What follows belongs to an exercise in optimizing a design on an open flow for a short achievable clock period, few clock cycles per item and low power; a production flow would make more cautious choices.
Function was not checked in any run shown here: the RTL went through the layout flow alone.
Power and IR drop assume default switching activity.

==> flow/design.v <==
package frt_pkg;
  localparam int unsigned FRT_MAX_FRAGS = 64;
  localparam int unsigned FUNC_W    = 1;
  localparam int unsigned KIND_W    = 2;
  localparam int unsigned MSG_W     = 16;
  localparam int unsigned FRAG_W    = 8;
  localparam int unsigned CNT_W     = 7;
  localparam int unsigned BYTES_W   = 16;
  localparam int unsigned OFFSET_W  = 24;
  localparam int unsigned ACTION_W  = 3;
  localparam int unsigned CFG_IDX_W = 2;
  localparam logic [FUNC_W-1:0] FUNC_START  = 1'b0;
  localparam logic [FUNC_W-1:0] FUNC_PACKET = 1'b1;
  localparam logic [KIND_W-1:0] KIND_DATA = 2'd0;
  localparam logic [KIND_W-1:0] KIND_NACK = 2'd1;
  localparam logic [CFG_IDX_W-1:0] CFG_MSG_HDR   = 2'd0;
  localparam logic [CFG_IDX_W-1:0] CFG_PKT_HDR   = 2'd1;
  localparam logic [CFG_IDX_W-1:0] CFG_PAGE      = 2'd2;
  localparam logic [CFG_IDX_W-1:0] CFG_FULL_FRAG = 2'd3;
  typedef enum logic [ACTION_W-1:0] {
    ACT_CLEARED         = 3'd0,
    ACT_ACCEPTED        = 3'd1,
    ACT_IGNORED         = 3'd2,
    ACT_DROPPED         = 3'd3,
    ACT_RESEND          = 3'd4,
    ACT_NACK_UNANSWERED = 3'd5,
    ACT_OTHER           = 3'd6
  } action_e;
endpackage
module fragment_reassembly_tracker_core #(
  parameter int unsigned MAX_FRAGS = frt_pkg::FRT_MAX_FRAGS
) (
  input  logic                            clk_i,
  input  logic                            rst_ni,
  input  logic                            cfg_we_i,
  input  logic [frt_pkg::CFG_IDX_W-1:0]   cfg_index_i,
  input  logic [frt_pkg::BYTES_W-1:0]     cfg_data_i,
  input  logic                            in_valid_i,
  output logic                            in_ready_o,
  input  logic [frt_pkg::FUNC_W-1:0]      func_i,
  input  logic [frt_pkg::KIND_W-1:0]      packet_kind_i,
  input  logic [frt_pkg::MSG_W-1:0]       message_number_i,
  input  logic [frt_pkg::FRAG_W-1:0]      fragment_number_i,
  input  logic [frt_pkg::CNT_W-1:0]       total_fragments_i,
  input  logic [frt_pkg::BYTES_W-1:0]     fragment_bytes_i,
  input  logic [frt_pkg::BYTES_W-1:0]     header_bytes_i,
  input  logic [frt_pkg::BYTES_W-1:0]     max_data_bytes_i,
  input  logic                            request_pending_i,
  output logic                            out_valid_o,
  input  logic                            out_ready_i,
  output logic [frt_pkg::ACTION_W-1:0]    action_o,
  output logic [frt_pkg::OFFSET_W-1:0]    page_offset_o,
  output logic [frt_pkg::BYTES_W-1:0]     copy_bytes_o,
  output logic [frt_pkg::BYTES_W-1:0]     resend_fragment_bytes_o,
  output logic                            message_complete_o
);
  localparam int unsigned IdxW  = (MAX_FRAGS > 1) ? $clog2(MAX_FRAGS) : 1;
  localparam int unsigned BW    = frt_pkg::BYTES_W;
  localparam int unsigned OW    = frt_pkg::OFFSET_W;
  localparam int unsigned FW    = frt_pkg::FRAG_W;
  localparam int unsigned CW    = frt_pkg::CNT_W;
  localparam int unsigned MW    = frt_pkg::MSG_W;
  localparam int unsigned DivW  = BW + 1;
  localparam int unsigned StepW = $clog2(DivW + 1);
  function automatic logic [BW-1:0] sub_sat(input logic [BW-1:0] a, input logic [BW-1:0] b);
    sub_sat = (a > b) ? a - b : '0;
  endfunction
  logic [BW-1:0]        mh_q, ph_q, page_q, full_q;
  logic [MW-1:0]        cur_msg_q;
  logic                 active_q;
  logic [MAX_FRAGS-1:0] map_q;
  logic [CW-1:0]        count_q;
  logic [BW-1:0]        first_q;
  logic                 div_done_q;
  logic [StepW-1:0]     step_q;
  logic [BW-1:0]        rem_q;
  logic                 out_valid_q;
  logic [2:0]           out_action_q;
  logic [OW:0]          out_offs_a_q, out_offs_b_q;
  logic [BW-1:0]        out_copy_q;
  logic                 out_rs_full_q, out_rs_sum_q;
  logic                 out_complete_q;
  logic                 is_start, is_nack, is_data, pend;
  logic                 frag_zero, frag_in, last_frag, more_frags, maxd_zero, need_div;
  logic [IdxW-1:0]      frag_idx;
  logic [FW:0]          frag_p1;
  logic [DivW-1:0]      dvd, hdr_sum;
  assign is_start   = (func_i == frt_pkg::FUNC_START);
  assign is_nack    = !is_start && (packet_kind_i == frt_pkg::KIND_NACK);
  assign is_data    = !is_start && (packet_kind_i == frt_pkg::KIND_DATA);
  assign pend       = request_pending_i;
  assign frag_zero  = (fragment_number_i == '0);
  assign frag_in    = (fragment_number_i < FW'(MAX_FRAGS));
  assign frag_idx   = fragment_number_i[IdxW-1:0];
  assign frag_p1    = {1'b0, fragment_number_i} + (FW + 1)'(1);
  assign last_frag  = (frag_p1 == (FW + 1)'(total_fragments_i));
  assign more_frags = (frag_p1 < (FW + 1)'(total_fragments_i));
  assign maxd_zero  = (max_data_bytes_i == '0);
  assign need_div   = is_nack && pend && !frag_zero && last_frag && !maxd_zero;
  assign dvd        = {1'b0, mh_q} + {1'b0, page_q};
  assign hdr_sum    = {1'b0, ph_q} + {1'b0, mh_q};
  logic                 in_accept;
  assign in_ready_o = (!need_div || div_done_q) && (!out_valid_q || out_ready_i);
  assign in_accept  = in_valid_i && in_ready_o;
  logic [DivW-1:0]      div_sh;
  logic [DivW:0]        div_tr;
  logic [BW-1:0]        rem_next;
  assign div_sh   = {rem_q, dvd[DivW-1-step_q]};
  assign div_tr   = {1'b0, div_sh} - {2'b0, max_data_bytes_i};
  assign rem_next = div_tr[DivW] ? div_sh[BW-1:0] : div_tr[BW-1:0];
  always_ff @(posedge clk_i or negedge rst_ni) begin
    if (!rst_ni) begin
      div_done_q <= 1'b0;
      step_q     <= '0;
      rem_q      <= '0;
    end else if (in_accept) begin
      div_done_q <= 1'b0;
      step_q     <= '0;
      rem_q      <= '0;
    end else if (in_valid_i && need_div && !div_done_q) begin
      rem_q  <= rem_next;
      step_q <= step_q + StepW'(1);
      if (step_q == StepW'(DivW - 1)) begin
        div_done_q <= 1'b1;
      end
    end
  end
  logic [MW-1:0]        next_msg;
  logic                 msg_only, opens, new_open, seen, msg_match;
  logic [BW-1:0]        data_len, len_op, zero_len;
  logic [CW-1:0]        count_inc;
  logic [OW:0]          offs_a, offs_b;
  assign next_msg   = cur_msg_q + MW'(1);
  assign opens      = !active_q || (next_msg == message_number_i);
  assign new_open   = opens && frag_zero && pend;
  assign seen       = !new_open && map_q[frag_idx];
  assign msg_match  = new_open || (active_q && (cur_msg_q == message_number_i));
  assign msg_only   = frag_zero && ({1'b0, fragment_bytes_i} == hdr_sum);
  assign data_len   = sub_sat(fragment_bytes_i, header_bytes_i);
  assign len_op     = is_nack ? max_data_bytes_i : data_len;
  assign zero_len   = sub_sat(len_op, mh_q);
  assign count_inc  = (new_open ? '0 : count_q) + CW'(1);
  frt_offs u_offs (
    .nack_i  (is_nack),
    .frag_i  (fragment_number_i),
    .maxd_i  (max_data_bytes_i),
    .first_i (first_q),
    .mh_i    (mh_q),
    .sum_a_o (offs_a),
    .sum_b_o (offs_b)
  );
  logic [2:0]           r_action;
  logic                 r_offs_on;
  logic [BW-1:0]        r_copy;
  logic                 r_rs_full, r_rs_sum;
  logic                 r_complete, r_accept;
  always_comb begin
    r_action   = frt_pkg::ACT_IGNORED;
    r_offs_on  = 1'b0;
    r_copy     = '0;
    r_rs_full  = 1'b0;
    r_rs_sum   = 1'b0;
    r_complete = 1'b0;
    r_accept   = 1'b0;
    if (is_start) begin
      r_action = frt_pkg::ACT_CLEARED;
    end else if (is_nack) begin
      if (pend) begin
        r_action  = frt_pkg::ACT_RESEND;
        r_offs_on = !frag_zero;
        if (frag_zero) begin
          r_copy = zero_len;
        end else if (last_frag) begin
          r_copy = maxd_zero ? (dvd[DivW-1] ? '1 : dvd[BW-1:0]) : rem_q;
        end else begin
          r_copy = max_data_bytes_i;
        end
        r_rs_full = more_frags;
        r_rs_sum  = !more_frags;
      end else begin
        r_action = frt_pkg::ACT_NACK_UNANSWERED;
      end
    end else if (!is_data) begin
      r_action = frt_pkg::ACT_OTHER;
    end else if (opens && !new_open) begin
      r_action = frt_pkg::ACT_IGNORED;
    end else if (!msg_match) begin
      r_action = frt_pkg::ACT_IGNORED;
    end else if (!frag_in) begin
      r_action = frt_pkg::ACT_DROPPED;
    end else if (seen) begin
      r_action = frt_pkg::ACT_IGNORED;
    end else if (!msg_only && frag_zero && !pend) begin
      r_action = frt_pkg::ACT_DROPPED;
    end else begin
      r_action   = frt_pkg::ACT_ACCEPTED;
      r_accept   = 1'b1;
      r_complete = (count_inc == total_fragments_i);
      if (msg_only) begin
        r_copy = '0;
      end else if (frag_zero) begin
        r_copy = zero_len;
      end else begin
        r_copy    = data_len;
        r_offs_on = 1'b1;
      end
    end
  end
  always_ff @(posedge clk_i or negedge rst_ni) begin
    if (!rst_ni) begin
      mh_q        <= BW'(32);
      ph_q        <= BW'(28);
      page_q      <= BW'(4096);
      full_q      <= BW'(1500);
      cur_msg_q   <= '0;
      active_q    <= 1'b0;
      map_q       <= '0;
      count_q     <= '0;
      first_q     <= '0;
      out_valid_q <= 1'b0;
    end else begin
      if (cfg_we_i) begin
        case (cfg_index_i)
          frt_pkg::CFG_MSG_HDR:   mh_q   <= cfg_data_i;
          frt_pkg::CFG_PKT_HDR:   ph_q   <= cfg_data_i;
          frt_pkg::CFG_PAGE:      page_q <= cfg_data_i;
          default:                full_q <= cfg_data_i;
        endcase
      end
      if (in_accept) begin
        out_valid_q <= 1'b1;
      end else if (out_ready_i) begin
        out_valid_q <= 1'b0;
      end
      if (in_accept) begin
        if (is_start) begin
          cur_msg_q <= '0;
          active_q  <= 1'b0;
          map_q     <= '0;
          count_q   <= '0;
          first_q   <= '0;
        end else if (r_accept) begin
          cur_msg_q <= message_number_i;
          active_q  <= 1'b1;
          map_q     <= (new_open ? '0 : map_q) | (MAX_FRAGS'(1) << frag_idx);
          count_q   <= count_inc;
          if (frag_zero) begin
            first_q <= msg_only ? '0 : zero_len;
          end
        end
      end
    end
  end
  always_ff @(posedge clk_i) begin
    if (in_accept) begin
      out_action_q   <= r_action;
      out_offs_a_q   <= offs_a & {(OW + 1){r_offs_on}};
      out_offs_b_q   <= offs_b & {(OW + 1){r_offs_on}};
      out_copy_q     <= r_copy;
      out_rs_full_q  <= r_rs_full;
      out_rs_sum_q   <= r_rs_sum;
      out_complete_q <= r_complete;
    end
  end
  logic [OW:0]          offs_sum;
  logic [DivW:0]        rs_sum;
  assign offs_sum = out_offs_a_q + out_offs_b_q;
  assign rs_sum = {2'b0, ph_q} + {2'b0, out_copy_q};
  always_comb begin
    if (out_rs_full_q) begin
      resend_fragment_bytes_o = full_q;
    end else if (out_rs_sum_q) begin
      resend_fragment_bytes_o = (rs_sum[DivW:BW] != '0) ? '1 : rs_sum[BW-1:0];
    end else begin
      resend_fragment_bytes_o = '0;
    end
  end
  assign out_valid_o        = out_valid_q;
  assign action_o           = out_action_q;
  assign page_offset_o      = (offs_sum[OW] && (out_action_q == frt_pkg::ACT_RESEND)) ? '0
                                                                                : offs_sum[OW-1:0];
  assign copy_bytes_o       = out_copy_q;
  assign message_complete_o = out_complete_q;
endmodule
module frt_offs (
  input  logic        nack_i,
  input  logic [7:0]  frag_i,
  input  logic [15:0] maxd_i,
  input  logic [15:0] first_i,
  input  logic [15:0] mh_i,
  output logic [24:0] sum_a_o,
  output logic [24:0] sum_b_o
);
  logic t0, t1, t2, t3, t4, t5, t6, t7, t8, t9, t10, t11, t12, t13, t14, t15, t16, t17, t18, t19, t20, t21, t22, t23, t24, t25, t26, t27, t28, t29, t30, t31, t32, t33, t34, t35, t36, t37, t38, t39, t40, t41, t42, t43, t44, t45, t46, t47, t48, t49, t50, t51, t52, t53, t54, t55, t56, t57, t58, t59, t60, t61, t62, t63, t64, t65, t66, t67, t68, t69, t70, t71, t72, t73, t74, t75, t76, t77, t78, t79, t80, t81, t82, t83, t84, t85, t86, t87, t88, t89, t90, t91, t92, t93, t94, t95, t96, t97, t98, t99, t100, t101, t102, t103, t104, t105, t106, t107, t108, t109, t110, t111, t112, t113, t114, t115, t116, t117, t118, t119, t120, t121, t122, t123, t124, t125, t126, t127, t128, t129, t130, t131, t132, t133, t134, t135, t136, t137, t138, t139, t140, t141, t142, t143, t144, t145, t146, t147, t148, t149, t150, t151, t152, t153, t154, t155, t156, t157, t158, t159, t160, t161, t162, t163, t164, t165, t166, t167, t168, t169, t170, t171, t172, t173, t174, t175, t176, t177, t178, t179, t180, t181, t182, t183, t184, t185, t186, t187, t188, t189, t190, t191, t192, t193, t194, t195, t196, t197, t198, t199, t200, t201, t202, t203, t204, t205, t206, t207, t208, t209, t210, t211, t212, t213, t214, t215, t216, t217, t218, t219, t220, t221, t222, t223, t224, t225, t226, t227, t228, t229, t230, t231, t232, t233, t234, t235, t236, t237, t238, t239, t240, t241, t242, t243, t244, t245, t246, t247, t248, t249, t250, t251, t252, t253, t254, t255, t256, t257, t258, t259, t260, t261, t262, t263, t264, t265, t266, t267, t268, t269, t270, t271, t272, t273, t274, t275, t276, t277, t278, t279, t280, t281, t282, t283, t284, t285, t286, t287, t288, t289, t290, t291, t292, t293, t294, t295, t296, t297, t298, t299, t300, t301, t302, t303, t304, t305, t306, t307, t308, t309, t310, t311, t312, t313, t314, t315, t316, t317, t318, t319, t320, t321, t322, t323, t324, t325, t326, t327, t328, t329, t330, t331, t332, t333, t334, t335, t336, t337, t338, t339, t340, t341, t342, t343, t344, t345, t346, t347, t348, t349, t350, t351, t352, t353, t354, t355, t356, t357, t358, t359, t360, t361, t362, t363, t364, t365, t366, t367, t368, t369, t370, t371, t372, t373, t374, t375, t376, t377, t378, t379, t380, t381, t382, t383, t384, t385, t386, t387, t388, t389, t390, t391, t392, t393, t394, t395;
  assign t0 = (frag_i[0] & maxd_i[0]);
  assign t1 = (!nack_i & first_i[0]);
  assign t2 = (nack_i ? ~mh_i[0] : ~maxd_i[0]);
  assign t3 = (frag_i[0] & maxd_i[1]);
  assign t4 = (frag_i[1] & maxd_i[0]);
  assign t5 = (!nack_i & first_i[1]);
  assign t6 = (nack_i ? ~mh_i[1] : ~maxd_i[1]);
  assign t7 = (frag_i[0] & maxd_i[2]);
  assign t8 = (frag_i[1] & maxd_i[1]);
  assign t9 = (frag_i[2] & maxd_i[0]);
  assign t10 = (!nack_i & first_i[2]);
  assign t11 = (nack_i ? ~mh_i[2] : ~maxd_i[2]);
  assign t12 = (frag_i[0] & maxd_i[3]);
  assign t13 = (frag_i[1] & maxd_i[2]);
  assign t14 = (frag_i[2] & maxd_i[1]);
  assign t15 = (frag_i[3] & maxd_i[0]);
  assign t16 = (!nack_i & first_i[3]);
  assign t17 = (nack_i ? ~mh_i[3] : ~maxd_i[3]);
  assign t18 = (frag_i[0] & maxd_i[4]);
  assign t19 = (frag_i[1] & maxd_i[3]);
  assign t20 = (frag_i[2] & maxd_i[2]);
  assign t21 = (frag_i[3] & maxd_i[1]);
  assign t22 = (frag_i[4] & maxd_i[0]);
  assign t23 = (!nack_i & first_i[4]);
  assign t24 = (nack_i ? ~mh_i[4] : ~maxd_i[4]);
  assign t25 = (frag_i[0] & maxd_i[5]);
  assign t26 = (frag_i[1] & maxd_i[4]);
  assign t27 = (frag_i[2] & maxd_i[3]);
  assign t28 = (frag_i[3] & maxd_i[2]);
  assign t29 = (frag_i[4] & maxd_i[1]);
  assign t30 = (frag_i[5] & maxd_i[0]);
  assign t31 = (!nack_i & first_i[5]);
  assign t32 = (nack_i ? ~mh_i[5] : ~maxd_i[5]);
  assign t33 = (frag_i[0] & maxd_i[6]);
  assign t34 = (frag_i[1] & maxd_i[5]);
  assign t35 = (frag_i[2] & maxd_i[4]);
  assign t36 = (frag_i[3] & maxd_i[3]);
  assign t37 = (frag_i[4] & maxd_i[2]);
  assign t38 = (frag_i[5] & maxd_i[1]);
  assign t39 = (nack_i ? (frag_i[6] & maxd_i[0]) : first_i[6]);
  assign t40 = (nack_i ? ~mh_i[6] : ~maxd_i[6]);
  assign t41 = (frag_i[0] & maxd_i[7]);
  assign t42 = (frag_i[1] & maxd_i[6]);
  assign t43 = (frag_i[2] & maxd_i[5]);
  assign t44 = (frag_i[3] & maxd_i[4]);
  assign t45 = (frag_i[4] & maxd_i[3]);
  assign t46 = (frag_i[5] & maxd_i[2]);
  assign t47 = (nack_i ? (frag_i[6] & maxd_i[1]) : first_i[7]);
  assign t48 = (nack_i & frag_i[7] & maxd_i[0]);
  assign t49 = (nack_i ? ~mh_i[7] : ~maxd_i[7]);
  assign t50 = (frag_i[0] & maxd_i[8]);
  assign t51 = (frag_i[1] & maxd_i[7]);
  assign t52 = (frag_i[2] & maxd_i[6]);
  assign t53 = (frag_i[3] & maxd_i[5]);
  assign t54 = (frag_i[4] & maxd_i[4]);
  assign t55 = (frag_i[5] & maxd_i[3]);
  assign t56 = (nack_i ? (frag_i[6] & maxd_i[2]) : first_i[8]);
  assign t57 = (nack_i & frag_i[7] & maxd_i[1]);
  assign t58 = (nack_i ? ~mh_i[8] : ~maxd_i[8]);
  assign t59 = (frag_i[0] & maxd_i[9]);
  assign t60 = (frag_i[1] & maxd_i[8]);
  assign t61 = (frag_i[2] & maxd_i[7]);
  assign t62 = (frag_i[3] & maxd_i[6]);
  assign t63 = (frag_i[4] & maxd_i[5]);
  assign t64 = (frag_i[5] & maxd_i[4]);
  assign t65 = (nack_i ? (frag_i[6] & maxd_i[3]) : first_i[9]);
  assign t66 = (nack_i & frag_i[7] & maxd_i[2]);
  assign t67 = (nack_i ? ~mh_i[9] : ~maxd_i[9]);
  assign t68 = (frag_i[0] & maxd_i[10]);
  assign t69 = (frag_i[1] & maxd_i[9]);
  assign t70 = (frag_i[2] & maxd_i[8]);
  assign t71 = (frag_i[3] & maxd_i[7]);
  assign t72 = (frag_i[4] & maxd_i[6]);
  assign t73 = (frag_i[5] & maxd_i[5]);
  assign t74 = (nack_i ? (frag_i[6] & maxd_i[4]) : first_i[10]);
  assign t75 = (nack_i & frag_i[7] & maxd_i[3]);
  assign t76 = (nack_i ? ~mh_i[10] : ~maxd_i[10]);
  assign t77 = (frag_i[0] & maxd_i[11]);
  assign t78 = (frag_i[1] & maxd_i[10]);
  assign t79 = (frag_i[2] & maxd_i[9]);
  assign t80 = (frag_i[3] & maxd_i[8]);
  assign t81 = (frag_i[4] & maxd_i[7]);
  assign t82 = (frag_i[5] & maxd_i[6]);
  assign t83 = (nack_i ? (frag_i[6] & maxd_i[5]) : first_i[11]);
  assign t84 = (nack_i & frag_i[7] & maxd_i[4]);
  assign t85 = (nack_i ? ~mh_i[11] : ~maxd_i[11]);
  assign t86 = (frag_i[0] & maxd_i[12]);
  assign t87 = (frag_i[1] & maxd_i[11]);
  assign t88 = (frag_i[2] & maxd_i[10]);
  assign t89 = (frag_i[3] & maxd_i[9]);
  assign t90 = (frag_i[4] & maxd_i[8]);
  assign t91 = (frag_i[5] & maxd_i[7]);
  assign t92 = (nack_i ? (frag_i[6] & maxd_i[6]) : first_i[12]);
  assign t93 = (nack_i & frag_i[7] & maxd_i[5]);
  assign t94 = (nack_i ? ~mh_i[12] : ~maxd_i[12]);
  assign t95 = (frag_i[0] & maxd_i[13]);
  assign t96 = (frag_i[1] & maxd_i[12]);
  assign t97 = (frag_i[2] & maxd_i[11]);
  assign t98 = (frag_i[3] & maxd_i[10]);
  assign t99 = (frag_i[4] & maxd_i[9]);
  assign t100 = (frag_i[5] & maxd_i[8]);
  assign t101 = (nack_i ? (frag_i[6] & maxd_i[7]) : first_i[13]);
  assign t102 = (nack_i & frag_i[7] & maxd_i[6]);
  assign t103 = (nack_i ? ~mh_i[13] : ~maxd_i[13]);
  assign t104 = (frag_i[0] & maxd_i[14]);
  assign t105 = (frag_i[1] & maxd_i[13]);
  assign t106 = (frag_i[2] & maxd_i[12]);
  assign t107 = (frag_i[3] & maxd_i[11]);
  assign t108 = (frag_i[4] & maxd_i[10]);
  assign t109 = (frag_i[5] & maxd_i[9]);
  assign t110 = (nack_i ? (frag_i[6] & maxd_i[8]) : first_i[14]);
  assign t111 = (nack_i & frag_i[7] & maxd_i[7]);
  assign t112 = (nack_i ? ~mh_i[14] : ~maxd_i[14]);
  assign t113 = (frag_i[0] & maxd_i[15]);
  assign t114 = (frag_i[1] & maxd_i[14]);
  assign t115 = (frag_i[2] & maxd_i[13]);
  assign t116 = (frag_i[3] & maxd_i[12]);
  assign t117 = (frag_i[4] & maxd_i[11]);
  assign t118 = (frag_i[5] & maxd_i[10]);
  assign t119 = (nack_i ? (frag_i[6] & maxd_i[9]) : first_i[15]);
  assign t120 = (nack_i & frag_i[7] & maxd_i[8]);
  assign t121 = (nack_i ? ~mh_i[15] : ~maxd_i[15]);
  assign t122 = (frag_i[1] & maxd_i[15]);
  assign t123 = (frag_i[2] & maxd_i[14]);
  assign t124 = (frag_i[3] & maxd_i[13]);
  assign t125 = (frag_i[4] & maxd_i[12]);
  assign t126 = (frag_i[5] & maxd_i[11]);
  assign t127 = (nack_i & frag_i[6] & maxd_i[10]);
  assign t128 = (nack_i & frag_i[7] & maxd_i[9]);
  assign t129 = (frag_i[2] & maxd_i[15]);
  assign t130 = (frag_i[3] & maxd_i[14]);
  assign t131 = (frag_i[4] & maxd_i[13]);
  assign t132 = (frag_i[5] & maxd_i[12]);
  assign t133 = (nack_i & frag_i[6] & maxd_i[11]);
  assign t134 = (nack_i & frag_i[7] & maxd_i[10]);
  assign t135 = (frag_i[3] & maxd_i[15]);
  assign t136 = (frag_i[4] & maxd_i[14]);
  assign t137 = (frag_i[5] & maxd_i[13]);
  assign t138 = (nack_i & frag_i[6] & maxd_i[12]);
  assign t139 = (nack_i & frag_i[7] & maxd_i[11]);
  assign t140 = (frag_i[4] & maxd_i[15]);
  assign t141 = (frag_i[5] & maxd_i[14]);
  assign t142 = (nack_i & frag_i[6] & maxd_i[13]);
  assign t143 = (nack_i & frag_i[7] & maxd_i[12]);
  assign t144 = (frag_i[5] & maxd_i[15]);
  assign t145 = (nack_i & frag_i[6] & maxd_i[14]);
  assign t146 = (nack_i & frag_i[7] & maxd_i[13]);
  assign t147 = (nack_i & frag_i[6] & maxd_i[15]);
  assign t148 = (nack_i & frag_i[7] & maxd_i[14]);
  assign t149 = (nack_i & frag_i[7] & maxd_i[15]);
  assign t150 = ~t0;
  assign t151 = ~t122;
  assign t152 = ~t129;
  assign t153 = ~t135;
  assign t154 = ~t140;
  assign t155 = ~t144;
  assign t156 = ~t147;
  assign t157 = ~t149;
  assign t158 = ~t149;
  assign t159 = ~t149;
  assign t160 = t18 ^ t19;
  assign t161 = t18 & t19;
  assign t162 = t25 ^ t26 ^ t27;
  assign t163 = (t25 & t26) | (t25 & t27) | (t26 & t27);
  assign t164 = t28 ^ t29;
  assign t165 = t28 & t29;
  assign t166 = t33 ^ t34 ^ t35;
  assign t167 = (t33 & t34) | (t33 & t35) | (t34 & t35);
  assign t168 = t36 ^ t37 ^ t38;
  assign t169 = (t36 & t37) | (t36 & t38) | (t37 & t38);
  assign t170 = t41 ^ t42 ^ t43;
  assign t171 = (t41 & t42) | (t41 & t43) | (t42 & t43);
  assign t172 = t44 ^ t45 ^ t46;
  assign t173 = (t44 & t45) | (t44 & t46) | (t45 & t46);
  assign t174 = t47 ^ t48;
  assign t175 = t47 & t48;
  assign t176 = t50 ^ t51 ^ t52;
  assign t177 = (t50 & t51) | (t50 & t52) | (t51 & t52);
  assign t178 = t53 ^ t54 ^ t55;
  assign t179 = (t53 & t54) | (t53 & t55) | (t54 & t55);
  assign t180 = t56 ^ t57 ^ t58;
  assign t181 = (t56 & t57) | (t56 & t58) | (t57 & t58);
  assign t182 = t59 ^ t60 ^ t61;
  assign t183 = (t59 & t60) | (t59 & t61) | (t60 & t61);
  assign t184 = t62 ^ t63 ^ t64;
  assign t185 = (t62 & t63) | (t62 & t64) | (t63 & t64);
  assign t186 = t65 ^ t66 ^ t67;
  assign t187 = (t65 & t66) | (t65 & t67) | (t66 & t67);
  assign t188 = t68 ^ t69 ^ t70;
  assign t189 = (t68 & t69) | (t68 & t70) | (t69 & t70);
  assign t190 = t71 ^ t72 ^ t73;
  assign t191 = (t71 & t72) | (t71 & t73) | (t72 & t73);
  assign t192 = t74 ^ t75 ^ t76;
  assign t193 = (t74 & t75) | (t74 & t76) | (t75 & t76);
  assign t194 = t77 ^ t78 ^ t79;
  assign t195 = (t77 & t78) | (t77 & t79) | (t78 & t79);
  assign t196 = t80 ^ t81 ^ t82;
  assign t197 = (t80 & t81) | (t80 & t82) | (t81 & t82);
  assign t198 = t83 ^ t84 ^ t85;
  assign t199 = (t83 & t84) | (t83 & t85) | (t84 & t85);
  assign t200 = t86 ^ t87 ^ t88;
  assign t201 = (t86 & t87) | (t86 & t88) | (t87 & t88);
  assign t202 = t89 ^ t90 ^ t91;
  assign t203 = (t89 & t90) | (t89 & t91) | (t90 & t91);
  assign t204 = t92 ^ t93 ^ t94;
  assign t205 = (t92 & t93) | (t92 & t94) | (t93 & t94);
  assign t206 = t95 ^ t96 ^ t97;
  assign t207 = (t95 & t96) | (t95 & t97) | (t96 & t97);
  assign t208 = t98 ^ t99 ^ t100;
  assign t209 = (t98 & t99) | (t98 & t100) | (t99 & t100);
  assign t210 = t101 ^ t102 ^ t103;
  assign t211 = (t101 & t102) | (t101 & t103) | (t102 & t103);
  assign t212 = t104 ^ t105 ^ t106;
  assign t213 = (t104 & t105) | (t104 & t106) | (t105 & t106);
  assign t214 = t107 ^ t108 ^ t109;
  assign t215 = (t107 & t108) | (t107 & t109) | (t108 & t109);
  assign t216 = t110 ^ t111 ^ t112;
  assign t217 = (t110 & t111) | (t110 & t112) | (t111 & t112);
  assign t218 = t113 ^ t114 ^ t115;
  assign t219 = (t113 & t114) | (t113 & t115) | (t114 & t115);
  assign t220 = t116 ^ t117 ^ t118;
  assign t221 = (t116 & t117) | (t116 & t118) | (t117 & t118);
  assign t222 = t119 ^ t120 ^ t121;
  assign t223 = (t119 & t120) | (t119 & t121) | (t120 & t121);
  assign t224 = t123 ^ t124 ^ t125;
  assign t225 = (t123 & t124) | (t123 & t125) | (t124 & t125);
  assign t226 = t126 ^ t127 ^ t128;
  assign t227 = (t126 & t127) | (t126 & t128) | (t127 & t128);
  assign t228 = t130 ^ t131 ^ t132;
  assign t229 = (t130 & t131) | (t130 & t132) | (t131 & t132);
  assign t230 = t133 ^ t134;
  assign t231 = t133 & t134;
  assign t232 = t136 ^ t137 ^ t138;
  assign t233 = (t136 & t137) | (t136 & t138) | (t137 & t138);
  assign t234 = t3 ^ t4;
  assign t235 = t3 & t4;
  assign t236 = t7 ^ t8 ^ t9;
  assign t237 = (t7 & t8) | (t7 & t9) | (t8 & t9);
  assign t238 = t12 ^ t13 ^ t14;
  assign t239 = (t12 & t13) | (t12 & t14) | (t13 & t14);
  assign t240 = t15 ^ t16;
  assign t241 = t15 & t16;
  assign t242 = t160 ^ t20 ^ t21;
  assign t243 = (t160 & t20) | (t160 & t21) | (t20 & t21);
  assign t244 = t22 ^ t23 ^ t24;
  assign t245 = (t22 & t23) | (t22 & t24) | (t23 & t24);
  assign t246 = t162 ^ t164 ^ t30;
  assign t247 = (t162 & t164) | (t162 & t30) | (t164 & t30);
  assign t248 = t31 ^ t32 ^ t161;
  assign t249 = (t31 & t32) | (t31 & t161) | (t32 & t161);
  assign t250 = t166 ^ t168 ^ t39;
  assign t251 = (t166 & t168) | (t166 & t39) | (t168 & t39);
  assign t252 = t40 ^ t163 ^ t165;
  assign t253 = (t40 & t163) | (t40 & t165) | (t163 & t165);
  assign t254 = t170 ^ t172 ^ t174;
  assign t255 = (t170 & t172) | (t170 & t174) | (t172 & t174);
  assign t256 = t49 ^ t167 ^ t169;
  assign t257 = (t49 & t167) | (t49 & t169) | (t167 & t169);
  assign t258 = t176 ^ t178 ^ t180;
  assign t259 = (t176 & t178) | (t176 & t180) | (t178 & t180);
  assign t260 = t171 ^ t173 ^ t175;
  assign t261 = (t171 & t173) | (t171 & t175) | (t173 & t175);
  assign t262 = t182 ^ t184 ^ t186;
  assign t263 = (t182 & t184) | (t182 & t186) | (t184 & t186);
  assign t264 = t177 ^ t179 ^ t181;
  assign t265 = (t177 & t179) | (t177 & t181) | (t179 & t181);
  assign t266 = t188 ^ t190 ^ t192;
  assign t267 = (t188 & t190) | (t188 & t192) | (t190 & t192);
  assign t268 = t183 ^ t185 ^ t187;
  assign t269 = (t183 & t185) | (t183 & t187) | (t185 & t187);
  assign t270 = t194 ^ t196 ^ t198;
  assign t271 = (t194 & t196) | (t194 & t198) | (t196 & t198);
  assign t272 = t189 ^ t191 ^ t193;
  assign t273 = (t189 & t191) | (t189 & t193) | (t191 & t193);
  assign t274 = t200 ^ t202 ^ t204;
  assign t275 = (t200 & t202) | (t200 & t204) | (t202 & t204);
  assign t276 = t195 ^ t197 ^ t199;
  assign t277 = (t195 & t197) | (t195 & t199) | (t197 & t199);
  assign t278 = t206 ^ t208 ^ t210;
  assign t279 = (t206 & t208) | (t206 & t210) | (t208 & t210);
  assign t280 = t201 ^ t203 ^ t205;
  assign t281 = (t201 & t203) | (t201 & t205) | (t203 & t205);
  assign t282 = t212 ^ t214 ^ t216;
  assign t283 = (t212 & t214) | (t212 & t216) | (t214 & t216);
  assign t284 = t207 ^ t209 ^ t211;
  assign t285 = (t207 & t209) | (t207 & t211) | (t209 & t211);
  assign t286 = t218 ^ t220 ^ t222;
  assign t287 = (t218 & t220) | (t218 & t222) | (t220 & t222);
  assign t288 = t213 ^ t215 ^ t217;
  assign t289 = (t213 & t215) | (t213 & t217) | (t215 & t217);
  assign t290 = t224 ^ t226 ^ t151;
  assign t291 = (t224 & t226) | (t224 & t151) | (t226 & t151);
  assign t292 = t219 ^ t221 ^ t223;
  assign t293 = (t219 & t221) | (t219 & t223) | (t221 & t223);
  assign t294 = t228 ^ t230 ^ t122;
  assign t295 = (t228 & t230) | (t228 & t122) | (t230 & t122);
  assign t296 = t152 ^ t225 ^ t227;
  assign t297 = (t152 & t225) | (t152 & t227) | (t225 & t227);
  assign t298 = t232 ^ t139 ^ t129;
  assign t299 = (t232 & t139) | (t232 & t129) | (t139 & t129);
  assign t300 = t153 ^ t229 ^ t231;
  assign t301 = (t153 & t229) | (t153 & t231) | (t229 & t231);
  assign t302 = t141 ^ t142 ^ t143;
  assign t303 = (t141 & t142) | (t141 & t143) | (t142 & t143);
  assign t304 = t135 ^ t154 ^ t233;
  assign t305 = (t135 & t154) | (t135 & t233) | (t154 & t233);
  assign t306 = t145 ^ t146 ^ t140;
  assign t307 = (t145 & t146) | (t145 & t140) | (t146 & t140);
  assign t308 = t234 ^ t5;
  assign t309 = t234 & t5;
  assign t310 = t236 ^ t10 ^ t11;
  assign t311 = (t236 & t10) | (t236 & t11) | (t10 & t11);
  assign t312 = t238 ^ t240 ^ t17;
  assign t313 = (t238 & t240) | (t238 & t17) | (t240 & t17);
  assign t314 = t242 ^ t244 ^ t239;
  assign t315 = (t242 & t244) | (t242 & t239) | (t244 & t239);
  assign t316 = t246 ^ t248 ^ t243;
  assign t317 = (t246 & t248) | (t246 & t243) | (t248 & t243);
  assign t318 = t250 ^ t252 ^ t247;
  assign t319 = (t250 & t252) | (t250 & t247) | (t252 & t247);
  assign t320 = t254 ^ t256 ^ t251;
  assign t321 = (t254 & t256) | (t254 & t251) | (t256 & t251);
  assign t322 = t258 ^ t260 ^ t255;
  assign t323 = (t258 & t260) | (t258 & t255) | (t260 & t255);
  assign t324 = t262 ^ t264 ^ t259;
  assign t325 = (t262 & t264) | (t262 & t259) | (t264 & t259);
  assign t326 = t266 ^ t268 ^ t263;
  assign t327 = (t266 & t268) | (t266 & t263) | (t268 & t263);
  assign t328 = t270 ^ t272 ^ t267;
  assign t329 = (t270 & t272) | (t270 & t267) | (t272 & t267);
  assign t330 = t274 ^ t276 ^ t271;
  assign t331 = (t274 & t276) | (t274 & t271) | (t276 & t271);
  assign t332 = t278 ^ t280 ^ t275;
  assign t333 = (t278 & t280) | (t278 & t275) | (t280 & t275);
  assign t334 = t282 ^ t284 ^ t279;
  assign t335 = (t282 & t284) | (t282 & t279) | (t284 & t279);
  assign t336 = t286 ^ t288 ^ t283;
  assign t337 = (t286 & t288) | (t286 & t283) | (t288 & t283);
  assign t338 = t290 ^ t292 ^ t287;
  assign t339 = (t290 & t292) | (t290 & t287) | (t292 & t287);
  assign t340 = t294 ^ t296 ^ t291;
  assign t341 = (t294 & t296) | (t294 & t291) | (t296 & t291);
  assign t342 = t298 ^ t300 ^ t295;
  assign t343 = (t298 & t300) | (t298 & t295) | (t300 & t295);
  assign t344 = t302 ^ t304 ^ t299;
  assign t345 = (t302 & t304) | (t302 & t299) | (t304 & t299);
  assign t346 = t306 ^ t155 ^ t303;
  assign t347 = (t306 & t155) | (t306 & t303) | (t155 & t303);
  assign t348 = t148 ^ t144 ^ t156;
  assign t349 = (t148 & t144) | (t148 & t156) | (t144 & t156);
  assign t350 = t1 ^ t2;
  assign t351 = t1 & t2;
  assign t352 = t308 ^ t6 ^ t0;
  assign t353 = (t308 & t6) | (t308 & t0) | (t6 & t0);
  assign t354 = t310 ^ t235 ^ t309;
  assign t355 = (t310 & t235) | (t310 & t309) | (t235 & t309);
  assign t356 = t312 ^ t237 ^ t311;
  assign t357 = (t312 & t237) | (t312 & t311) | (t237 & t311);
  assign t358 = t314 ^ t241 ^ t313;
  assign t359 = (t314 & t241) | (t314 & t313) | (t241 & t313);
  assign t360 = t316 ^ t245 ^ t315;
  assign t361 = (t316 & t245) | (t316 & t315) | (t245 & t315);
  assign t362 = t318 ^ t249 ^ t317;
  assign t363 = (t318 & t249) | (t318 & t317) | (t249 & t317);
  assign t364 = t320 ^ t253 ^ t319;
  assign t365 = (t320 & t253) | (t320 & t319) | (t253 & t319);
  assign t366 = t322 ^ t257 ^ t321;
  assign t367 = (t322 & t257) | (t322 & t321) | (t257 & t321);
  assign t368 = t324 ^ t261 ^ t323;
  assign t369 = (t324 & t261) | (t324 & t323) | (t261 & t323);
  assign t370 = t326 ^ t265 ^ t325;
  assign t371 = (t326 & t265) | (t326 & t325) | (t265 & t325);
  assign t372 = t328 ^ t269 ^ t327;
  assign t373 = (t328 & t269) | (t328 & t327) | (t269 & t327);
  assign t374 = t330 ^ t273 ^ t329;
  assign t375 = (t330 & t273) | (t330 & t329) | (t273 & t329);
  assign t376 = t332 ^ t277 ^ t331;
  assign t377 = (t332 & t277) | (t332 & t331) | (t277 & t331);
  assign t378 = t334 ^ t281 ^ t333;
  assign t379 = (t334 & t281) | (t334 & t333) | (t281 & t333);
  assign t380 = t336 ^ t285 ^ t335;
  assign t381 = (t336 & t285) | (t336 & t335) | (t285 & t335);
  assign t382 = t338 ^ t289 ^ t337;
  assign t383 = (t338 & t289) | (t338 & t337) | (t289 & t337);
  assign t384 = t340 ^ t293 ^ t339;
  assign t385 = (t340 & t293) | (t340 & t339) | (t293 & t339);
  assign t386 = t342 ^ t297 ^ t341;
  assign t387 = (t342 & t297) | (t342 & t341) | (t297 & t341);
  assign t388 = t344 ^ t301 ^ t343;
  assign t389 = (t344 & t301) | (t344 & t343) | (t301 & t343);
  assign t390 = t346 ^ t305 ^ t345;
  assign t391 = (t346 & t305) | (t346 & t345) | (t305 & t345);
  assign t392 = t348 ^ t307 ^ t347;
  assign t393 = (t348 & t307) | (t348 & t347) | (t307 & t347);
  assign t394 = t147 ^ t157 ^ t349;
  assign t395 = (t147 & t157) | (t147 & t349) | (t157 & t349);
  assign sum_a_o = {t159, t158, t394, t392, t390, t388, t386, t384, t382, t380, t378, t376, t374, t372, t370, t368, t366, t364, t362, t360, t358, t356, t354, t352, t350};
  assign sum_b_o = {1'b0, t395, t393, t391, t389, t387, t385, t383, t381, t379, t377, t375, t373, t371, t369, t367, t365, t363, t361, t359, t357, t355, t353, t351, t150};
endmodule
==> flow/run.sh <==
#!/bin/bash
# synth_recipe.tcl (not shown) runs the flow's synth.tcl, then flattens the netlist and writes it again
# the make line also repeats each setting of config.mk as NAME=value (left out here)
make -C /OpenROAD-flow-scripts/flow DESIGN_CONFIG=/design/flow/config.mk WORK_HOME=/design/flow/orfs CLKGATE_MAP_FILE= SYNTH_SCRIPT=/design/flow/synth_recipe.tcl finish
==> flow/config.mk <==
export PLATFORM = sky130hd
export DESIGN_NAME = fragment_reassembly_tracker_core
export DESIGN_NICKNAME = fragment_reassembly_tracker_core
export VERILOG_FILES = /design/flow/design.v
export SDC_FILE = /design/flow/constraint.sdc
export NUM_CORES = 4
export LEC_CHECK = 0
export CAP_MARGIN = 20
export CORE_MARGIN = 2
export CORE_UTILIZATION = 40
export PLACE_DENSITY = 0.6
export SLEW_MARGIN = 20
==> flow/constraint.sdc <==
create_clock -name core_clock -period 7.5 [get_ports {clk_i}]
set_input_delay 1.5000 -clock core_clock [delete_from_list [all_inputs] [get_ports {clk_i}]]
set_output_delay 1.5000 -clock core_clock [all_outputs]
set_load 0.01 [all_outputs]
==> reports/metrics.yaml, run 1 <==
synth_cell_types: 99
start_util_pct: 40.4
grt.overflow.total: 0
vias_per_cell: 5.74
r2r-end: "rem_q[5]$_DFFE_PN0P_"
critPathTopFamily: "compound AO/OA/AOI/OAI gates"
p_leak_nw: 11.2
grtUsageTotal_pct: 25.5
cts_setup_buffers: 0
coreArea_mm2: 0.0564
clkTransAtPathRegs_ns: 0.06
tns_ns: 0
drt_first_pass_iters: 5
maxSlewHeadroom_pct: 30.5
synth_edf_count: 70
syn_area_per_cell_um2: 8.98
cp-start-kind: "flip-flop"
finalSetupViolCount: 0
min_period_ns: 6.41
finClkSkew_ns: 0.0156
finalHoldViolCount: 0
cp-end-kind: "flip-flop"
hp-class: "flip-flop to flip-flop"
worstPathRequired_ns: 7.93
outcome: "complete, no violations"
drt_iter0_drc: 1614
slowest_stage: "a2111oi_2"
wl_met3_um: 4650
rows: 87
timing.critical_path.buf_inv: 1
grt_first_pass_wirelength_um: 117000
ir_drop_v: 0.000178
min-delay-start: "map_q[30]$_DFFE_PN0P_"
drt-total-wl_um: 76600
drive_above_1_share_pct: 9.01
rsz0062_at_grt: "false"
synth_compound_area_share_pct: 18.6
nets: 3020
synth_top_family_by_area: "compound AO/OA/AOI/OAI gates"
cp_max_fo: 20
postCtsHoldBufs: 0
path_class: "flip-flop to flip-flop"
routed.top_layer: "met4"
regToRegStartpoint: "mh_q[0]$_DFFE_PN0P_"
min_to: "map_q[30]$_DFFE_PN0P_"
drc: 0
wl_met1_um: 34900
cpPeakStageDelay_ns: 0.70
grt_antenna_before_repair: 0
ff_latch_area_mm2: 0.00690
reg2reg_depth: 22
ctsResizeCount: 0
crit_chain: "ha_1, fa_1, a21o_1, a221oi_1, a22oi_1, a311oi_1, xor2_1, mux2i_1, nor2_1, nor3_1, nor3_1, ha_1, nor2b_1, o21ai_0, a21boi_0, o31ai_1, a21oi_1, a21o_1, a2111oi_2, buf_4, mux2i_1, o21ai_0"
synth_adder_area_share_pct: 18.3
die_h_um: 243
synth_xor_area_share_pct: 5.49
clk_latency_ns: 0.59
cts_buffer_depth: 3
synthCells: 2536
fillCellCount: 5461
yosysSeqAreaShare_pct: 30.3
cts_tree: "yes"
n_antenna_cell: 0
die-area_mm2: 0.0589
max_freq_mhz: 156
synthMuxAreaShare_pct: 4.87
met2_length_um: 35100
synth_top_area_cell: "dfrtp_1"
wl_per_cell_um: 22.3
syn-num-nets: 2905
synth_most_common_cell: "nand2_1"
syn_area_mm2: 0.0228
gp_congestion: 0.949
vias: 19692
holdWs_ns: 0.476
fin_cells: 3431
ant_nets: 0
min_path_cells: 2
regToRegSetupSlack_ns: 1.09
synth-seq-cells: 261
hpwl_um: 59600
yosysWarnings: 1
synth_area_leaders: "dfrtp_1 (20%), fa_1 (10%), edfxtp_1 (9.2%)"
io_buffers: 167
post-route-period-util_pct: 85.5
place_inst: 3374
ys_async_sr_fraction_pct: 73.2
cts-root-buf: "clkbuf_16"
cts_buffers: 31
maxCapViolCount: 0
multi_input_area_mm2: 0.0147
slew_violations: 0
area_growth_pct: 15.1
worstMarginPinSlew_ns: 1.04
grt_max_degree: 76
power_density_mw_per_mm2: 204
htree_levels: 1
fin_util_pct: 46.5
synth_commonest_cells: "nand2_1 (298), nor2_1 (233), inv_1 (181)"
synthSimpleGateAreaFrac_pct: 17.1
grt_pass1_vias: 19533
pin_count: 168
crit_arrival_ns: 6.84
fp.dieW_um: 243
cts_sinks: 261
ys.flop_type: "dfrtp_1"
synth_top_area_share_pct: 19.7
[layout by cell type (no fill, tap or decap), types with 38 or more instances in the layout]
cell type,Yosys,final
fa_1,117,117
a21o_1,56,56
a21oi_1,170,170
xnor2_1,72,72
nand3_1,54,54
o21ai_1,38,38
mux2_2,53,53
inv_1,181,181
o21ai_0,117,117
dfrtp_1,179,179
xor2_1,68,68
edfxtp_1,70,70
clkdlybuf4s50_1,0,166
and3_1,42,42
nor2_1,233,231
ha_1,146,146
nand2_1,298,297
[metrics by stage]
step	area, um2	power [mW]	worst slack, ns
3_3_place_gp	25200	3.79	0.978
5_1_grt	26200	5.65	0.651
3_5_place_dp	25200	3.80	0.886
6_report	26200	5.34	1.09
4_1_cts	26200	5.37	1.11
2_1_floorplan	22800	3.06	1.77
[final cells by class]
cell class / count / area share (%)
multi-input cells: 1963 / 56.0
flip-flops and latches: 261 / 26.3
repair buffers: 204 / 7.45
well taps: 756 / 3.61
clock buffers: 44 / 3.43
inverters: 190 / 2.72
clock inverters: 13 / 0.496
[worst max-delay path by stage]
| stage | cells past startpoint | end | from | slack, ns |
|---|---|---|---|---|
| final | 22 | rem_q[5]$_DFFE_PN0P_ | mh_q[0]$_DFFE_PN0P_ | 1.09 |
| after global routing | 22 | rem_q[5]$_DFFE_PN0P_ | mh_q[0]$_DFFE_PN0P_ | 0.65 |
| after CTS | 13 | page_offset_o[22] | out_offs_a_q[0]$_DFFE_PP_ | 1.11 |
| after detailed placement | 28 | out_copy_q[12]$_SDFFCE_PN0P_ | fragment_bytes_i[0] | 0.89 |
| after global placement | 28 | out_copy_q[14]$_SDFFCE_PN0P_ | fragment_bytes_i[0] | 0.98 |
| after floorplan | 24 | out_copy_q[5]$_SDFFCE_PN0P_ | fragment_bytes_i[0] | 1.77 |
[tightest hold or removal path, cell delays in order, from the launching register on]
cell	delay (ns)
dfrtp_1	0.34
nand2_1	0.06
o21ai_2	0.05
[flip-flops by register name, indices dropped and copies added, names as in the netlist, 3 cells and up]
| register | flops |
|---|---|
| map_q | 64 |
| out_offs_a_q | 24 |
| out_offs_b_q | 24 |
| cur_msg_q | 16 |
| first_q | 16 |
| full_q | 16 |
| mh_q | 16 |
| out_copy_q | 16 |
| page_q | 16 |
| ph_q | 16 |
| rem_q | 16 |
| count_q | 7 |
| step_q | 5 |
| out_action_q | 3 |
[layer usage]
| metal | up-vias | track usage, % |
|---|---|---|
| li1 | 9163 | - |
| met1 | 9763 | 36.6 |
| met2 | 659 | 40.9 |
| met3 | 107 | 3.10 |
| met4 | 0 | 6.71 |
| met5 | - | 0 |
[kinds of logic after synthesis]
| family | after synthesis |
|---|---|
| compound gates | 642 |
| simple gates | 829 |
| flops | 261 |
| mux | 88 |
| xor+xnor | 141 |
| fa+ha+maj | 263 |
| buf+inv | 312 |
[where the power goes]
group          switching, mW  internal (mW)
Clock                  0.643          0.900
Combinational           1.24          0.892
Sequential             0.108           1.56
Total                   1.99           3.35
==> run 2, diff against run 1 <==
--- a/flow/config.mk
+++ b/flow/config.mk
@@ -9,4 +9,5 @@
 export CORE_MARGIN = 2
 export CORE_UTILIZATION = 40
 export PLACE_DENSITY = 0.6
+export SETUP_SLACK_MARGIN = 3.0
 export SLEW_MARGIN = 20
==> run 2 against run 1 <==
Design area up 17%. Combinational power up 39%. Routed wire length up 12%. Still clean on timing, DRC and antenna. Hold slack worse by 0.0062 ns. Largest power group unchanged.
==> reports/metrics.yaml, run 2 <==
outcome: "complete, no violations"
cts_sinks: 261
cts_buffers: 35
coreArea_mm2: 0.0564
wl_per_cell_um: 23.5
rows: 87
fp.dieW_um: 243
crit_arrival_ns: 5.68
grt_pass1_vias: 21211
drive_above_1_share_pct: 29.7
cts_tree: "yes"
regMostFlops: "map_q"
grt.overflow.total: 0
min_period_ns: 5.20
finalHoldViolCount: 0
min_to: "map_q[26]$_DFFE_PN0P_"
worstMarginPinSlew_ns: 0.920
grt.met2_usage_pct: 43.9
syn_area_mm2: 0.0228
p_leak_nw: 13.3
nets: 3255
power_mw: 6.43
power_switching_mw: 2.49
cpPeakStageDelay_ns: 0.63
clkTransAtPathRegs_ns: 0.06
holdWs_ns: 0.469
regToRegStartpoint: "mh_q[5]$_DFFE_PN1P_"
ys.flop_type: "dfrtp_1"
io_buffers: 167
synth-seq-cells: 261
synth_commonest_cells: "nand2_1 (298), nor2_1 (233), inv_1 (181)"
final_cell_mix: "nand2_1 (268), nor2_1 (202), buf_4 (186)"
yosysWarnings: 1
largestRegisters: "map_q: 64 flops, out_offs_a_q: 24 flops, out_offs_b_q: 24 flops"
post-route-period-util_pct: 69.4
ys_async_sr_fraction_pct: 73.2
synth_top_area_cell: "dfrtp_1"
pwr-share-clk_pct: 27.8
min-delay-start: "map_q[26]$_DFFE_PN0P_"
p_seq_share_pct: 26.0
max_freq_mhz: 192
grt_max_degree: 80
use_met1_pct: 39.2
slew_violations: 0
vias: 21484
power_density_mw_per_mm2: 209
pwr-share-comb_pct: 46.2
grtUsageTotal_pct: 28.1
regToRegSetupSlack_ns: 2.30
dpl_cell_area_mm2: 0.0255
start_util_pct: 40.4
finClkSkew_ns: 0.0179
cp-start-kind: "flip-flop"
reg2reg_depth: 29
htree_levels: 2
synthCells: 2536
vias_per_cell: 5.86
synth_area_leaders: "dfrtp_1 (20%), fa_1 (10%), edfxtp_1 (9.2%)"
cts-root-buf: "clkbuf_16"
cp-end-kind: "flip-flop"
synth_cell_types: 99
startpoint: "mh_q[5]$_DFFE_PN1P_"
maxSlewHeadroom_pct: 38.7
area_growth_pct: 35.2
syn_area_per_cell_um2: 8.98
syn-num-nets: 2905
largest_reg_flops: 64
gp_congestion: 0.967
switching_share_pct: 38.7
drc: 0
final_cell_area_mm2: 0.0308
pin_count: 168
cp_max_fo: 4
cp_common_cell: "buf_4"
ant_nets: 0
internal_power_mw: 3.94
synth_most_common_cell: "nand2_1"
clk_latency_ns: 0.56
tns_ns: 0
finalSetupViolCount: 0
grt_antenna_before_repair: 1
rsz0062_at_grt: "true"
path_class: "flip-flop to flip-flop"
grt_first_pass_wirelength_um: 128000
die_h_um: 243
hp-class: "flip-flop to flip-flop"
ir_drop_v: 0.000156
drt-total-wl_um: 86100
maxCapViolCount: 0
synth_edf_count: 70
min_path_cells: 2
top_usage_layer: "met2"
drt_first_pass_iters: 5
use_met3_pct: 6.00
worstPathRequired_ns: 7.98
r2r-end: "rem_q[2]$_DFFE_PN0P_"
cts_buffer_depth: 3
layout_commonest_cell: "nand2_1"
synth_top_area_share_pct: 19.7
drt_iter0_drc: 1881
yosysSeqAreaShare_pct: 30.3
slowest_stage: "dfstp_2"
die-area_mm2: 0.0589
hpwl_um: 61000
-- run 2: cell counts after synthesis --
Identical to the previous run, type by type.
-- run 2: logic make-up (layout without fill, tap and decap cells) --
kind of cell	after synthesis	in the layout	share of synthesized area [%]
mux	88	88	4.87
buf+inv	312	678	5.38
other cells	0	1	0
fa+ha+maj	263	263	18.3
xor+xnor	141	141	5.49
compound gates	642	644	18.6
simple gates	829	837	17.1
flops	261	261	30.3
-- run 2: repair_timing --
| item | in CTS | in global routing |
|---|---|---|
| setup endpoints to repair | 255 | 198 |
| hold buffers | 0 | 0 |
| resized for setup | 655 | 172 |
| pin swaps | 199 | 130 |
| buffers inserted | 163 | 52 |
| cloned | 17 | 5 |
-- run 2: cell type report --
class                   count  area [um2]
fillers                  5083       25600
multi-input cells        1973       17000
flip-flops and latches    261        6900
repair buffers            423        3960
clock buffers              45         955
well taps                 756         946
inverters                 190         797
clock inverters            18         241
repair inverters            2        15.0
diodes                      1        2.50
-- run 2: power by group through the flow --
stage	combinational, mW	clock, mW	sequential (mW)
2_1_floorplan	1.49	0	1.63
3_3_place_gp	2.19	0	1.70
3_5_place_dp	2.21	0	1.70
4_1_cts	2.70	1.82	1.67
5_1_grt	3.18	1.87	1.68
6_report	2.97	1.79	1.67
-- run 2: through the flow --
step | utilization [%] | std cells | setup WS [ns]
floorplan | - | 2536 | 2.25
global placement | 45.2 | 3368 | 0.698
detailed placement | 45.2 | 3368 | 0.921
CTS | 52.6 | 3611 | 2.28
global route | 54.6 | 3668 | 2.09
finish | 54.6 | 3669 | 2.30
-- run 2: how the worst max path moves through the flow --
stage / endpoint / slack (ns) / cells after the start
floorplan: out_copy_q[2]$_SDFFCE_PN0P_ / 2.25 / 24
global placement: out_copy_q[11]$_SDFFCE_PN0P_ / 0.70 / 26
detailed placement: out_copy_q[15]$_SDFFCE_PN0P_ / 0.92 / 25
CTS: rem_q[14]$_DFFE_PN0P_ / 2.28 / 24
global route: rem_q[10]$_DFFE_PN0P_ / 2.09 / 28
finish: rem_q[2]$_DFFE_PN0P_ / 2.30 / 29
-- run 2: worst max-delay path, delay by kind of cell (launching register included) --
family / cells / cell delay (ns)
AO/OA/AOI/OAI: 6 / 0.97
XOR/XNOR: 1 / 0.25
adder cells (fa/ha/maj): 3 / 0.69
AND/OR/NAND/NOR: 4 / 0.64
flip-flops: 1 / 0.63
multiplexers: 1 / 0.15
buffers and inverters: 14 / 1.79
-- run 2: layer usage --
metal  up-vias  share of wire (%)
li1       9648                  -
met1     10716                 43
met2       935                 46
met3       183                8.8
met4         2                3.1
met5         -              0.017
==> run 3, diff against run 2 <==
--- a/flow/design.v
+++ b/flow/design.v
@@ -78,7 +78,7 @@
   logic [2:0]           out_action_q;
   logic [OW:0]          out_offs_a_q, out_offs_b_q;
   logic [BW-1:0]        out_copy_q;
-  logic                 out_rs_full_q, out_rs_sum_q;
+  logic                 out_rs_full_q;
   logic                 out_complete_q;
   logic                 is_start, is_nack, is_data, pend;
   logic                 frag_zero, frag_in, last_frag, more_frags, maxd_zero, need_div;
@@ -102,32 +102,50 @@
   logic                 in_accept;
   assign in_ready_o = (!need_div || div_done_q) && (!out_valid_q || out_ready_i);
   assign in_accept  = in_valid_i && in_ready_o;
+  logic                 div_step, dbit_q, cfg_we_q;
+  logic [StepW-1:0]     step_d;
   logic [DivW-1:0]      div_sh;
-  logic [DivW:0]        div_tr;
+  logic [DivW:0]        div_tr, dvd_ext;
   logic [BW-1:0]        rem_next;
-  assign div_sh   = {rem_q, dvd[DivW-1-step_q]};
+  assign div_step = in_valid_i && need_div && !div_done_q && !cfg_we_q;
+  assign dvd_ext  = {dvd, 1'b0};
+  assign div_sh   = {rem_q, dbit_q};
   assign div_tr   = {1'b0, div_sh} - {2'b0, max_data_bytes_i};
   assign rem_next = div_tr[DivW] ? div_sh[BW-1:0] : div_tr[BW-1:0];
+  always_comb begin
+    step_d = step_q;
+    if (in_accept) begin
+      step_d = '0;
+    end else if (div_step) begin
+      step_d = step_q + StepW'(1);
+    end
+  end
   always_ff @(posedge clk_i or negedge rst_ni) begin
     if (!rst_ni) begin
       div_done_q <= 1'b0;
       step_q     <= '0;
       rem_q      <= '0;
-    end else if (in_accept) begin
-      div_done_q <= 1'b0;
-      step_q     <= '0;
-      rem_q      <= '0;
-    end else if (in_valid_i && need_div && !div_done_q) begin
-      rem_q  <= rem_next;
-      step_q <= step_q + StepW'(1);
-      if (step_q == StepW'(DivW - 1)) begin
-        div_done_q <= 1'b1;
+      dbit_q     <= 1'b0;
+      cfg_we_q   <= 1'b0;
+    end else begin
+      step_q   <= step_d;
+      dbit_q   <= dvd_ext[DivW-step_d];
+      cfg_we_q <= cfg_we_i;
+      if (in_accept) begin
+        div_done_q <= 1'b0;
+        rem_q      <= '0;
+      end else if (div_step) begin
+        rem_q <= rem_next;
+        if (step_q == StepW'(DivW - 1)) begin
+          div_done_q <= 1'b1;
+        end
       end
     end
   end
   logic [MW-1:0]        next_msg;
   logic                 msg_only, opens, new_open, seen, msg_match;
-  logic [BW-1:0]        data_len, len_op, zero_len;
+  logic [BW-1:0]        data_len, zero_len;
+  logic [BW+1:0]        zl_diff;
   logic [CW-1:0]        count_inc;
   logic [OW:0]          offs_a, offs_b;
   assign next_msg   = cur_msg_q + MW'(1);
@@ -137,8 +155,10 @@
   assign msg_match  = new_open || (active_q && (cur_msg_q == message_number_i));
   assign msg_only   = frag_zero && ({1'b0, fragment_bytes_i} == hdr_sum);
   assign data_len   = sub_sat(fragment_bytes_i, header_bytes_i);
-  assign len_op     = is_nack ? max_data_bytes_i : data_len;
-  assign zero_len   = sub_sat(len_op, mh_q);
+  assign zl_diff    = {2'b0, is_nack ? max_data_bytes_i : fragment_bytes_i}
+                    + {2'b11, is_nack ? '1 : ~header_bytes_i}
+                    + {2'b11, ~mh_q} + (BW + 2)'(2);
+  assign zero_len   = zl_diff[BW+1] ? '0 : zl_diff[BW-1:0];
   assign count_inc  = (new_open ? '0 : count_q) + CW'(1);
   frt_offs u_offs (
     .nack_i  (is_nack),
@@ -152,14 +172,13 @@
   logic [2:0]           r_action;
   logic                 r_offs_on;
   logic [BW-1:0]        r_copy;
-  logic                 r_rs_full, r_rs_sum;
+  logic                 r_rs_full;
   logic                 r_complete, r_accept;
   always_comb begin
     r_action   = frt_pkg::ACT_IGNORED;
     r_offs_on  = 1'b0;
     r_copy     = '0;
     r_rs_full  = 1'b0;
-    r_rs_sum   = 1'b0;
     r_complete = 1'b0;
     r_accept   = 1'b0;
     if (is_start) begin
@@ -176,7 +195,6 @@
           r_copy = max_data_bytes_i;
         end
         r_rs_full = more_frags;
-        r_rs_sum  = !more_frags;
       end else begin
         r_action = frt_pkg::ACT_NACK_UNANSWERED;
       end
@@ -258,7 +276,6 @@
       out_offs_b_q   <= offs_b & {(OW + 1){r_offs_on}};
       out_copy_q     <= r_copy;
       out_rs_full_q  <= r_rs_full;
-      out_rs_sum_q   <= r_rs_sum;
       out_complete_q <= r_complete;
     end
   end
@@ -269,7 +286,7 @@
   always_comb begin
     if (out_rs_full_q) begin
       resend_fragment_bytes_o = full_q;
-    end else if (out_rs_sum_q) begin
+    end else if (out_action_q == frt_pkg::ACT_RESEND) begin
       resend_fragment_bytes_o = (rs_sum[DivW:BW] != '0) ? '1 : rs_sum[BW-1:0];
     end else begin
       resend_fragment_bytes_o = '0;
--- a/flow/config.mk
+++ b/flow/config.mk
@@ -8,6 +8,8 @@
 export CAP_MARGIN = 20
 export CORE_MARGIN = 2
 export CORE_UTILIZATION = 40
+export CTS_BUF_LIST = sky130_fd_sc_hd__clkbuf_8
+export CTS_CLUSTER_DIAMETER = 60
+export CTS_CLUSTER_SIZE = 20
 export PLACE_DENSITY = 0.6
-export SETUP_SLACK_MARGIN = 3.0
 export SLEW_MARGIN = 20
==> run 3 against run 2 <==
Sequential cell count increased by 1. Die area increased by 2.2%. Fmax decreased by 24%. Via count decreased by 8.0%. Sequential share of layout area increased by 3.6 points. First-iteration DRC count decreased by 20%. Total power decreased by 15%. Synthesized cell count decreased by 0.20%. Final cell count decreased by 6.2%. Routed wire length decreased by 13%. Non-clock buffer count decreased by 227. Critical path type is now flip-flop to primary output. Highest routed layer unchanged.
==> reports/metrics.yaml, run 3 <==
regMostFlops: "map_q"
drive_above_1_share_pct: 8.71
cts_buffer_depth: 3
maxCapViolCount: 0
synthCells: 2531
grtUsageTotal_pct: 24.7
gp_congestion: 0.953
layout_commonest_cell: "nand2_1"
regToRegSetupSlack_ns: 2.05
die_h_um: 245
synth_most_common_cell: "nand2_1"
coreArea_mm2: 0.0576
cp-start-kind: "flip-flop"
cts_buffers: 36
outcome: "complete, no violations"
grt_max_degree: 103
power_mw: 5.49
synth_edf_count: 69
clkTransAtPathRegs_ns: 0.08
grt_antenna_before_repair: 4
worstMarginPinSlew_ns: 1.19
synth_area_leaders: "dfrtp_1 (19%), fa_1 (11%), edfxtp_1 (8.9%)"
post-route-period-util_pct: 91.0
ir_drop_v: 0.000119
finalHoldViolCount: 0
ys.flop_type: "dfrtp_1"
nets: 3035
tns_ns: 0
hp-class: "flip-flop to flip-flop"
slew_violations: 0
power_density_mw_per_mm2: 207
ctsResizeCount: 0
syn_area_mm2: 0.0233
synth_cell_types: 100
path_class: "flip-flop to primary output"
pin_count: 168
rows: 88
largestRegisters: "map_q: 64 flops, out_offs_a_q: 24 flops, out_offs_b_q: 24 flops"
yosysSeqAreaShare_pct: 29.7
fp.dieW_um: 245
yosysWarnings: 1
ys_async_sr_fraction_pct: 73.7
drt_first_pass_iters: 7
vias_per_cell: 5.74
cp_max_fo: 15
postCtsHoldBufs: 0
area_growth_pct: 14.1
min_period_ns: 6.82
synth_top_area_share_pct: 19.4
io_buffers: 167
drt_iter0_drc: 1502
synth_top_area_cell: "dfrtp_1"
layout_setup_ws_ns: 0.678
final_cell_mix: "nand2_1 (254), nor2_1 (214), inv_1 (214)"
crit_arrival_ns: 5.32
synth_commonest_cells: "nand2_1 (254), nor2_1 (215), inv_1 (214)"
grt_first_pass_wirelength_um: 114000
cp-end-kind: "primary output"
wl_per_cell_um: 21.8
cts_setup_buffers: 0
finalSetupViolCount: 0
die-area_mm2: 0.0602
drt-total-wl_um: 75200
htree_levels: 2
worstPathRequired_ns: 6.00
synth-seq-cells: 262
maxSlewHeadroom_pct: 20.2
largest_reg_flops: 64
ant_nets: 0
clk_latency_ns: 0.65
cts-root-buf: "clkbuf_8"
p_leak_nw: 11.2
rsz0062_at_grt: "false"
finClkSkew_ns: 0.0505
max_freq_mhz: 147
drc: 0
syn_area_per_cell_um2: 9.20
syn-num-nets: 2917
cts_tree: "yes"
start_util_pct: 40.4
vias: 19774
hpwl_um: 58200
grt_pass1_vias: 19842
grt.overflow.total: 0
cts_sinks: 262
post-place-ws_ns: 0.963
## run 3: cell count changes after synthesis, sizes merged, moves of 16 or more
| cell | before | now |
|---|---|---|
| a21oi | 172 | 111 |
| o2bb2ai | 14 | 65 |
| nand2 | 299 | 255 |
| inv | 183 | 217 |
| and3 | 42 | 15 |
| nor3 | 31 | 57 |
| nand3 | 58 | 35 |
| nand4 | 15 | 37 |
| and2 | 29 | 48 |
| a21o | 56 | 38 |
| nor2 | 234 | 216 |
| a22o | 20 | 4 |
## run 3: logic make-up (layout without fill, tap and decap cells)
family          Yosys count  in the layout  synth area share (%)
compound gates          602            602                  17.8
xor+xnor                147            147                  5.53
fa+ha+maj               280            280                  19.3
buf+inv                 339            483                  5.87
flops                   262            262                  29.7
mux                      94             94                  4.98
other cells               0              3                     0
simple gates            807            807                  16.8
## run 3: worst paths after layout
path	start	cells after the start	to
max	out_copy_q[0]$_SDFFCE_PN0N_	14	resend_fragment_bytes_o[2]
min	first_q[0]$_DFFE_PN0P_	2	first_q[0]$_DFFE_PN0P_
max reg2reg	mh_q[0]$_DFFE_PN0P_	12	map_q[18]$_DFFE_PN0P_
min reg2reg	first_q[0]$_DFFE_PN0P_	2	first_q[0]$_DFFE_PN0P_
max in group asynchronous	rst_ni	2	ph_q[1]$_DFFE_PN0P_
min in group asynchronous	rst_ni	1	cur_msg_q[1]$_DFFE_PN0P_
## run 3: worst max-delay path, cell delays in order (launching register included)
cell             delay, ns
edfxtp_1              0.41
ha_1                  0.20
inv_1                 0.06
fa_1                  0.40
nor2b_1               0.13
o21a_1                0.13
o21ai_0               0.18
a2111oi_0             0.85
nor3_1                0.16
nor3_1                0.43
a221o_1               0.29
a221o_1               0.53
nor2_1                0.10
o21ai_0               0.23
clkdlybuf4s50_1       0.58
## run 3: metrics by stage
stage | instance area (um2) | cells | hold WS (ns) | util, %
detailed placement | 25700 | 3375 | 0.466 | 44.6
floorplan | 23300 | 2531 | 0.442 | -
global placement | 25700 | 3375 | 0.465 | 44.6
global route | 26600 | 3441 | 0.511 | 46.1
finish | 26600 | 3443 | 0.478 | 46.1
CTS | 26500 | 3439 | 0.481 | 46.1
## run 3: report_power, final
| group | total [mW] | switching (mW) | internal (mW) | leakage, nW |
|---|---|---|---|---|
| registers | 1.69 | 0.105 | 1.59 | 3.22 |
| clock network | 1.41 | 0.688 | 0.725 | 0.428 |
| logic | 2.39 | 1.38 | 1.00 | 7.54 |
## run 3: layout make-up
type | count | area, um2
fillers | 5607 | 31000
multi-input cells | 1930 | 15000
flip-flops and latches | 262 | 6920
repair buffers | 196 | 1930
well taps | 765 | 957
inverters | 223 | 840
clock buffers | 36 | 495
clock inverters | 28 | 380
diodes | 3 | 7.51
## run 3: per-layer routing
metal	routed length (um)	GRT usage (%)	part of all wire, %	vias to the layer above
met3	5430	4.42	7.2	141
met5	16	0	0.021	-
met4	2870	10.1	3.8	2
li1	-	-	-	9150
met2	35400	40.4	47	755
met1	31400	32.4	42	9726

==> separate check: timing with driven ports <==
No port has a modelled driver above. Below, the same layouts with a new extraction and two added sets of constraints. Step 1, drivers: a clkbuf_16 drives clk_i and a buf_2 each remaining input, both assumed. Step 2 also shifts input and output timing later by t, the mid clock arrival at the registers, as if the neighbouring blocks saw the same clock. Three values: no drivers, after step 1, after step 2; two values: the first two.
run	shift t [ns]	setup slack, ns	latest minus earliest clock arrival (ns)	slew at the worst register clock pin (ns)	worst data-port slew with drivers (ns)
run 1	0.649	1.088 / 1.088 / 0.813	0.015 / 0.015	0.07 / 0.07	0.06
run 2	0.607	2.298 / 2.243 / 1.754	0.017 / 0.017	0.07 / 0.07	0.20
run 3	0.676	0.678 / 0.621 / 0.747	0.054 / 0.054	0.10 / 0.10	0.10
After both steps every run listed still meets setup and hold. For run 2, which loses most, drivers alone change the setup slack by -0.055 ns; drivers and shift together by -0.544 ns.
